This design comes from an exercise in tuning for small area, a short achievable clock period and few clock cycles on the open sky130 flow, not from production work.
In this exercise RTL edits were held to simulation tests only and were not proved equivalent to the original.
Power and IR drop assume default switching activity.

==> flow/design.v <==
`timescale 1ns / 1ps
package stpq_pkg;
   localparam int MODE_W   = 2;
   localparam int ID_W     = 8;
   localparam int DAYS_W   = 10;
   localparam int WEIGHT_W = 10;
   localparam int HOURS_W  = 12;
   localparam int SCORE_W  = 23;
   localparam int STATUS_W = 2;
   localparam int NUM_W    = WEIGHT_W + 16;
   localparam int DEN_W    = 24;
   typedef enum logic [MODE_W-1:0] {
      MODE_INSERT = 2'd0,
      MODE_READ   = 2'd1,
      MODE_CLEAR  = 2'd2,
      MODE_NOP    = 2'd3
   } mode_type;
   typedef enum logic [STATUS_W-1:0] {
      ST_OK      = 2'd0,
      ST_FULL    = 2'd1,
      ST_EMPTY   = 2'd2,
      ST_CLEARED = 2'd3
   } status_type;
   typedef struct packed {
      logic [ID_W-1:0]     task_id;
      logic [SCORE_W-1:0]  score;
      logic [DAYS_W-1:0]   days_left;
      logic [WEIGHT_W-1:0] weight_tenths;
      logic [HOURS_W-1:0]  hours_tenths;
   } entry_type;
   localparam int ENTRY_W = ID_W + SCORE_W + DAYS_W + WEIGHT_W + HOURS_W;
endpackage
`timescale 1ns / 1ps
module stpq_divider (
   input  logic                         clock,
   input  logic                         reset,
   input  logic                         start,
   input  logic [stpq_pkg::NUM_W-1:0]   numerator,
   input  logic [stpq_pkg::DEN_W-1:0]   denominator,
   output logic                         done,
   output logic [stpq_pkg::SCORE_W-1:0] quotient
);
   localparam int CNT_W = $clog2(stpq_pkg::NUM_W + 1);
   logic [stpq_pkg::NUM_W-1:0] quo_ff, quo_in;
   logic [stpq_pkg::DEN_W:0]   rem_ff, rem_in;
   logic [stpq_pkg::DEN_W-1:0] den_ff, den_in;
   logic [CNT_W-1:0] cnt_ff, cnt_in;
   logic             busy_ff, busy_in;
   logic             done_ff, done_in;
   logic [stpq_pkg::DEN_W:0]   trial;
   logic [stpq_pkg::DEN_W:0]   diff;
   always_comb begin
      quo_in  = quo_ff;
      rem_in  = rem_ff;
      den_in  = den_ff;
      cnt_in  = cnt_ff;
      busy_in = busy_ff;
      done_in = 1'b0;
      trial   = {rem_ff[stpq_pkg::DEN_W-1:0], quo_ff[stpq_pkg::NUM_W-1]};
      diff    = trial - {1'b0, den_ff};
      if (start) begin
         quo_in  = numerator;
         rem_in  = '0;
         den_in  = denominator;
         cnt_in  = CNT_W'(stpq_pkg::NUM_W);
         busy_in = 1'b1;
      end else if (busy_ff) begin
         if (!diff[stpq_pkg::DEN_W]) begin
            rem_in = diff;
            quo_in = {quo_ff[stpq_pkg::NUM_W-2:0], 1'b1};
         end else begin
            rem_in = trial;
            quo_in = {quo_ff[stpq_pkg::NUM_W-2:0], 1'b0};
         end
         cnt_in = cnt_ff - 1'b1;
         if (cnt_ff == CNT_W'(1)) begin
            busy_in = 1'b0;
            done_in = 1'b1;
         end
      end
   end
   always_ff @(posedge clock) begin
      if (reset) begin
         busy_ff <= 1'b0;
         done_ff <= 1'b0;
         cnt_ff  <= '0;
      end else begin
         busy_ff <= busy_in;
         done_ff <= done_in;
         cnt_ff  <= cnt_in;
      end
      quo_ff <= quo_in;
      rem_ff <= rem_in;
      den_ff <= den_in;
   end
   assign done     = done_ff;
   assign quotient = quo_ff[stpq_pkg::SCORE_W-1:0];
endmodule
`timescale 1ns / 1ps
module sorted_insert_task_priority_queue #(
   parameter int TABLE_DEPTH = 16
) (
   input  logic        clock,
   input  logic        reset,
   input  logic        req_tvalid,
   output logic        req_tready,
   input  logic [47:0] req_tdata,
   output logic        rsp_tvalid,
   input  logic        rsp_tready,
   output logic [71:0] rsp_tdata,
   output logic        rsp_tlast,
   input  logic        csr_wen,
   input  logic        csr_wdata
);
   localparam int IDX_W = $clog2(TABLE_DEPTH);
   localparam int CNT_W = $clog2(TABLE_DEPTH + 1);
   typedef enum logic [8:0] {
      S_IDLE  = 9'b000000001,
      S_MUL   = 9'b000000010,
      S_DIV   = 9'b000000100,
      S_SRD   = 9'b000001000,
      S_SCMP  = 9'b000010000,
      S_MRD   = 9'b000100000,
      S_MWR   = 9'b001000000,
      S_RDRD  = 9'b010000000,
      S_RDOUT = 9'b100000000
   } state_type;
   state_type            state_ff, state_in;
   logic                 order_ff;
   logic [CNT_W-1:0]     count_ff, count_in;
   logic [CNT_W-1:0]     ptr_ff, ptr_in;
   stpq_pkg::entry_type            new_ff, new_in;
   logic [stpq_pkg::DEN_W-1:0]     den_ff, den_in;
   logic                 out_valid_ff, out_valid_in;
   logic [71:0]          out_data_ff, out_data_in;
   logic                 out_last_ff, out_last_in;
   logic [stpq_pkg::ENTRY_W-1:0]   mem [TABLE_DEPTH];
   stpq_pkg::entry_type            rd_data_ff;
   logic                 mem_we;
   logic [IDX_W-1:0]     mem_waddr, mem_raddr;
   stpq_pkg::entry_type            mem_wdata;
   logic                 mem_re;
   logic                 div_start, div_done;
   logic [stpq_pkg::SCORE_W-1:0]   div_q;
   logic                 ahead;
   stpq_divider u_div (
      .clock       (clock),
      .reset       (reset),
      .start       (div_start),
      .numerator   ({new_ff.weight_tenths, 16'h0000}),
      .denominator (den_ff),
      .done        (div_done),
      .quotient    (div_q)
   );
   function automatic logic [71:0] pack_rsp(stpq_pkg::status_type st, stpq_pkg::entry_type e);
      pack_rsp = {7'd0, e.hours_tenths, e.weight_tenths, e.days_left, e.score,
              e.task_id, st};
   endfunction
   assign ahead = order_ff ? (rd_data_ff.days_left < new_ff.days_left)
                           : (rd_data_ff.score > new_ff.score);
   always_comb begin
      state_in     = state_ff;
      count_in     = count_ff;
      ptr_in       = ptr_ff;
      new_in       = new_ff;
      den_in       = den_ff;
      out_valid_in = out_valid_ff;
      out_data_in  = out_data_ff;
      out_last_in  = out_last_ff;
      mem_we       = 1'b0;
      mem_waddr    = ptr_ff[IDX_W-1:0];
      mem_wdata    = new_ff;
      mem_re       = 1'b0;
      mem_raddr    = ptr_ff[IDX_W-1:0];
      div_start    = 1'b0;
      req_tready   = (state_ff == S_IDLE) && !out_valid_ff;
      if (out_valid_ff && rsp_tready) out_valid_in = 1'b0;
      unique case (state_ff)
         S_IDLE: begin
            if (req_tvalid && req_tready) begin
               unique case (req_tdata[1:0])
                  stpq_pkg::MODE_INSERT: begin
                     new_in.task_id       = req_tdata[9:2];
                     new_in.days_left     = req_tdata[19:10];
                     new_in.weight_tenths = req_tdata[29:20];
                     new_in.hours_tenths  = req_tdata[41:30];
                     new_in.score         = '0;
                     den_in = stpq_pkg::DEN_W'((stpq_pkg::DEN_W'(req_tdata[19:10]) + stpq_pkg::DEN_W'(1))
                              * (stpq_pkg::DEN_W'(req_tdata[41:30]) + stpq_pkg::DEN_W'(10)));
                     state_in = S_MUL;
                  end
                  stpq_pkg::MODE_READ: begin
                     if (count_ff == '0) begin
                        out_valid_in = 1'b1;
                        out_data_in  = pack_rsp(stpq_pkg::ST_EMPTY, '0);
                        out_last_in  = 1'b1;
                     end else begin
                        ptr_in   = '0;
                        state_in = S_RDRD;
                     end
                  end
                  stpq_pkg::MODE_CLEAR: begin
                     count_in     = '0;
                     out_valid_in = 1'b1;
                     out_data_in  = pack_rsp(stpq_pkg::ST_CLEARED, '0);
                     out_last_in  = 1'b1;
                  end
                  default: ;
               endcase
            end
         end
         S_MUL: begin
            div_start = 1'b1;
            state_in  = S_DIV;
         end
         S_DIV: begin
            if (div_done) begin
               new_in.score = div_q;
               if (count_ff == CNT_W'(TABLE_DEPTH)) begin
                  out_valid_in = 1'b1;
                  out_data_in  = pack_rsp(stpq_pkg::ST_FULL, new_in);
                  out_last_in  = 1'b1;
                  state_in     = S_IDLE;
               end else begin
                  ptr_in   = '0;
                  state_in = S_SRD;
               end
            end
         end
         S_SRD: begin
            if (ptr_ff == count_ff) begin
               ptr_in   = count_ff;
               state_in = S_MRD;
            end else begin
               mem_re   = 1'b1;
               state_in = S_SCMP;
            end
         end
         S_SCMP: begin
            if (ahead) begin
               ptr_in   = ptr_ff + 1'b1;
               state_in = S_SRD;
            end else begin
               den_in   = stpq_pkg::DEN_W'(ptr_ff);
               ptr_in   = count_ff;
               state_in = S_MRD;
            end
         end
         S_MRD: begin
            if (ptr_ff == CNT_W'(den_ff)) begin
               mem_we       = 1'b1;
               count_in     = count_ff + 1'b1;
               out_valid_in = 1'b1;
               out_data_in  = pack_rsp(stpq_pkg::ST_OK, new_ff);
               out_last_in  = 1'b1;
               state_in     = S_IDLE;
            end else begin
               mem_re    = 1'b1;
               mem_raddr = IDX_W'(ptr_ff - 1'b1);
               state_in  = S_MWR;
            end
         end
         S_MWR: begin
            mem_we    = 1'b1;
            mem_wdata = rd_data_ff;
            ptr_in    = ptr_ff - 1'b1;
            state_in  = S_MRD;
         end
         S_RDRD: begin
            if (!out_valid_ff || rsp_tready) begin
               mem_re   = 1'b1;
               state_in = S_RDOUT;
            end
         end
         S_RDOUT: begin
            out_valid_in = 1'b1;
            out_data_in  = pack_rsp(stpq_pkg::ST_OK, rd_data_ff);
            out_last_in  = (ptr_ff + 1'b1) == count_ff;
            ptr_in       = ptr_ff + 1'b1;
            state_in     = out_last_in ? S_IDLE : S_RDRD;
         end
         default: state_in = S_IDLE;
      endcase
   end
   logic [stpq_pkg::DEN_W-1:0] den_fix;
   always_comb begin
      den_fix = den_in;
      if (state_ff == S_SRD && ptr_ff == count_ff) den_fix = stpq_pkg::DEN_W'(count_ff);
   end
   always_ff @(posedge clock) begin
      if (mem_we) mem[mem_waddr] <= mem_wdata;
      if (mem_re) rd_data_ff <= mem[mem_raddr];
   end
   always_ff @(posedge clock) begin
      if (reset) begin
         state_ff     <= S_IDLE;
         order_ff     <= 1'b0;
         count_ff     <= '0;
         out_valid_ff <= 1'b0;
      end else begin
         state_ff     <= state_in;
         count_ff     <= count_in;
         out_valid_ff <= out_valid_in;
         if (csr_wen) order_ff <= csr_wdata;
      end
      ptr_ff      <= ptr_in;
      new_ff      <= new_in;
      den_ff      <= den_fix;
      out_data_ff <= out_data_in;
      out_last_ff <= out_last_in;
   end
   assign rsp_tvalid = out_valid_ff;
   assign rsp_tdata  = out_data_ff;
   assign rsp_tlast  = out_last_ff;
endmodule
==> flow/run.sh <==
#!/bin/bash
# synth_recipe.tcl (not shown) runs the flow's synth.tcl, then flattens the netlist and writes it again
# the make line also repeats each setting of config.mk as NAME=value (left out here)
make -C /OpenROAD-flow-scripts/flow DESIGN_CONFIG=/design/flow/config.mk WORK_HOME=/design/flow/orfs CLKGATE_MAP_FILE= SYNTH_SCRIPT=/design/flow/synth_recipe.tcl finish
==> flow/config.mk <==
export PLATFORM = sky130hd
export DESIGN_NAME = sorted_insert_task_priority_queue
export DESIGN_NICKNAME = sorted_insert_task_priority_queue
export VERILOG_FILES = /design/flow/design.v
export SDC_FILE = /design/flow/constraint.sdc
export NUM_CORES = 4
export LEC_CHECK = 0
export CAP_MARGIN = 20
export CORE_MARGIN = 2
export CORE_UTILIZATION = 40
export SLEW_MARGIN = 20
==> flow/constraint.sdc <==
create_clock -name core_clock -period 9.0 [get_ports {clock}]
set_input_delay 1.8000 -clock core_clock [delete_from_list [all_inputs] [get_ports {clock}]]
set_output_delay 1.8000 -clock core_clock [all_outputs]
set_load 0.01 [all_outputs]
==> metrics.csv <==
metric,value,unit
Worst-path clk slew,0.05,ns
initial antenna violation count,9,
# hold bufs at CTS,0,
Clock Skews,0.0551,ns
PortBufs,115,
unrepaired setup endpoints after global routing,no,
number of gates resized after cts,0,
Hold Crit Depth,0,
Final Slew Violations,0,
Total Wirelength,174,mm
Final ANT Viol Nets,0,
Mapped Cells,4570,
most frequent cells in the layout,"1244 x edfxtp_1, 668 x mux2i_1, 381 x o22ai_1",
clock buffer depth,3,
setup violators final,0,
Fmax,0.132,GHz
setup_tns,0,ns
period utilization,84.2,%
mapped cell area,64100,um^2
chip width,404,um
power per cell area,306,nW/um^2
"area leader, netlist",edfxtp_1,
pin count of the biggest net entering global routing,127,
status,"complete, no violations",
area grow syn2layout,13.4,%
Fillers,13789,
nets,4960,
post-synthesis simple-gate area fraction,6.77,%
area of the multi-input gates,23400,um^2
Critical R2R Capture,mem[12][42],
#FFs+latches synth,1326,
top_reg_cell synth,edfxtp_1,
Slew HR,28.1,%
clk root buf,clkbuf_16,
number of flops mapped to enable cells by yosys,1244,
measured slew at the worst slew-check pin,1.08,ns
Fin. Hold Viols,0,
TritonCTS Buffers,147,
critical path peak fanout,6,
CTS tree,built,
clock latency on the worst-skew pair,0.80,ns
Top-Level Pins,129,
Startpoint Class,input pin,
placed instance area,67900,um^2
row count,146,
Reg2Reg Depth,7,
first-pass GRT wire length,256,mm
Post-CTS Setup Inserts,0,
P_leak,26.6,nW
via count,40072,
peak supply drop,304,uV
Max Cap Violations,0,
Via density,5.83,
Netlist cell types,79,
Worst Hold End,u_div.den_ff[17],
first drt pass iteration count,6,
CP required,9.72,ns
post-synthesis compound-gate area fraction,7.54,%
DRC,0,
DIE HEIGHT,404,um
"Worst Path Class, Setup",input pin to register,
adder-cell share of the synthesized area,5.67,%
crit path DAT,8.29,ns
GRT Total Usage,21.1,%
Core Footprint,159000,um^2
Tmin final,7.58,ns
multiplexer area fraction after synthesis,14.9,%
ANT cells,0,
routed wire length per instance,25.4,um
ys async rst share,0,%
"top cells by area, synth","edfxtp_1 58%, mux2i_1 10%, mux4_2 4.4%",
DR iter-0 viols,4091,
Placer Congestion,0.868,
clock sink total,1326,
die area,164000,um^2
CTS H-tree lvls,4,
initial core utilization,40.4,%
"most common cell after layout, fill and taps aside",edfxtp_1,
Synth Area in XOR/XNOR,1.17,%
post-DP HPWL,98.6,mm
Register Area,39000,um^2
gr ovfl total,0,
element type at the critical path end,register,
HP Class,register to register,
R2R Path Start,state_ff[8],
Worst Hold Launch,den_ff[17],
vias in the first global route,39473,
post-route cell area,72700,um^2
largest family of logic cells by synthesized area,multiplexers,
YS warnings,2,
"Avg Cell Area, Syn",14.0,um^2
layout cell share with drive strength beyond 1,10.4,%
R2R setup slack,3.91,ns
"Seq/Total Area, Yosys",60.8,%
Yosys top cell area share,58.2,%
## report_power, final
group / total, mW / switching (mW) / internal (mW)
Clock: 6.01 / 2.51 / 3.50
Sequential: 7.70 / 0.229 / 7.47
Combinational: 8.53 / 4.89 / 3.65
## Yosys cell counts, types with 10 or more instances
master and instances:
buf_4 10, o22ai_1 381, ha_1 132, xor2_1 37, a21o_1 23, nand4_1 12
and3_1 20, or3_1 10, o21ai_0 96, inv_1 214, clkbuf_1 186, fa_1 99
nor2_1 153, a22o_1 40, buf_1 25, nor2b_1 21, a21oi_1 82, buf_2 58
nand2_1 291, mux4_2 126, nand3_1 56, dfxtp_1 82, nand2b_1 21, nor3_1 147
mux2i_1 668, or4_1 66, xnor2_1 49, edfxtp_1 1244, a211oi_1 16, a221oi_1 28
and2_1 52
## registers in the layout, indices dropped and copies added, names as in the netlist, 5 cells and up
register / count
count_ff: 5
den_ff: 24
mem: 1008
new_ff: 63
out_data_ff: 65
ptr_ff: 5
rd_data_ff: 63
state_ff: 9
u_div.cnt_ff: 5
u_div.den_ff: 24
u_div.quo_ff: 26
u_div.rem_ff: 24
## per-stage QoR
step	hold WS, ns	setup slack, ns	utilization, %	power [mW]	instances
floorplan	0.400	1.12	-	14.1	4576
global placement	0.412	0.701	42.8	16.2	6598
detailed placement	0.410	0.701	42.8	16.3	6598
CTS	0.423	1.52	45.8	22.3	6868
global route	0.428	1.06	45.8	23.4	6868
finish	0.425	1.42	45.8	22.2	6868
## metal layers
metal  track usage (%)  part of all wire, %  vias up  wire length, um
li1                  -                    -    17904                -
met1              29.2                   43    20368            74800
met2              33.6                   46     1509            80900
met3              3.86                  7.8      291            13600
met4              6.90                  2.8        0             4950
met5                 0                    0        -                0
## area by class of cell
type	count	area share, %
Clock buffer	187	5.37
Clock inverter	83	1.24
Inverter	214	1.11
Multi-Input combinational cell	2750	32.2
Sequential cell	1326	53.6
Tap cell	2072	3.57
Timing Repair Buffer	236	2.90
## how the worst max path moves through the flow
stage	startpoint	endpoint	slack (ns)	depth (start not counted)
final	req_tdata[12]	den_ff[23]	1.42	20
after global routing	req_tdata[12]	den_ff[23]	1.06	20
after CTS	req_tdata[12]	den_ff[23]	1.52	20
after detailed placement	req_tdata[12]	den_ff[23]	0.70	20
after global placement	req_tdata[12]	den_ff[23]	0.70	20
after floorplan	req_tdata[1]	out_data_ff[0]	1.12	6
## kinds of logic after synthesis
| family | after synthesis |
|---|---|
| AOI/OAI and AO/OA | 743 |
| xor gates and xnor gates | 86 |
| other | 1 |
| adders and majority gates | 231 |
| muxes | 794 |
| buffers and inverters | 500 |
| DFF | 1326 |
| and+or+nand+nor | 889 |
## critical path, cell delays in order
cell and delay (ns):
clkdlybuf4s50_1 0.56, and3_1 0.24, and3_1 0.21, nand3_1 0.13
xnor2_1 0.63, nand2_1 0.15, fa_1 0.51, inv_1 0.06
fa_1 0.56, fa_1 0.44, fa_1 0.51, fa_1 0.42
ha_1 0.37, a21oi_1 0.10, nand2b_1 0.16, nor2b_1 0.14
a211oi_1 0.49, nor3_1 0.20, or4_1 0.53, nand3_1 0.09
Testbench counts, summed over its fixed seeds: cycles 70,023.

[afterwards: timing with drivers on the ports]
In the flow no input, the clock included, has a driving cell. The finished layout below was timed again as built, in two steps. Step 1 sets driving cells, clkbuf_16 on the clock port and buf_2 on the other inputs (assumed; they add their load-dependent delay and slew). Step 2 times the ports against the registers' clock, not the clock port: input delays grow and output delays shrink by t, the midpoint of the rising clock arrivals with the driver on. Slacks: ideal / step 1 / step 2; pairs: ideal / step 1.
t, ns: 0.843
slack for setup (ns): 1.422 / 1.472 / 0.630
slew at the worst register clock pin (ns): 0.06 / 0.06
cell pins on the clock port's net: 1
After both steps this run still meets setup and hold. The setup slack of this run moves by +0.050 ns with the drivers and by -0.792 ns with both steps.
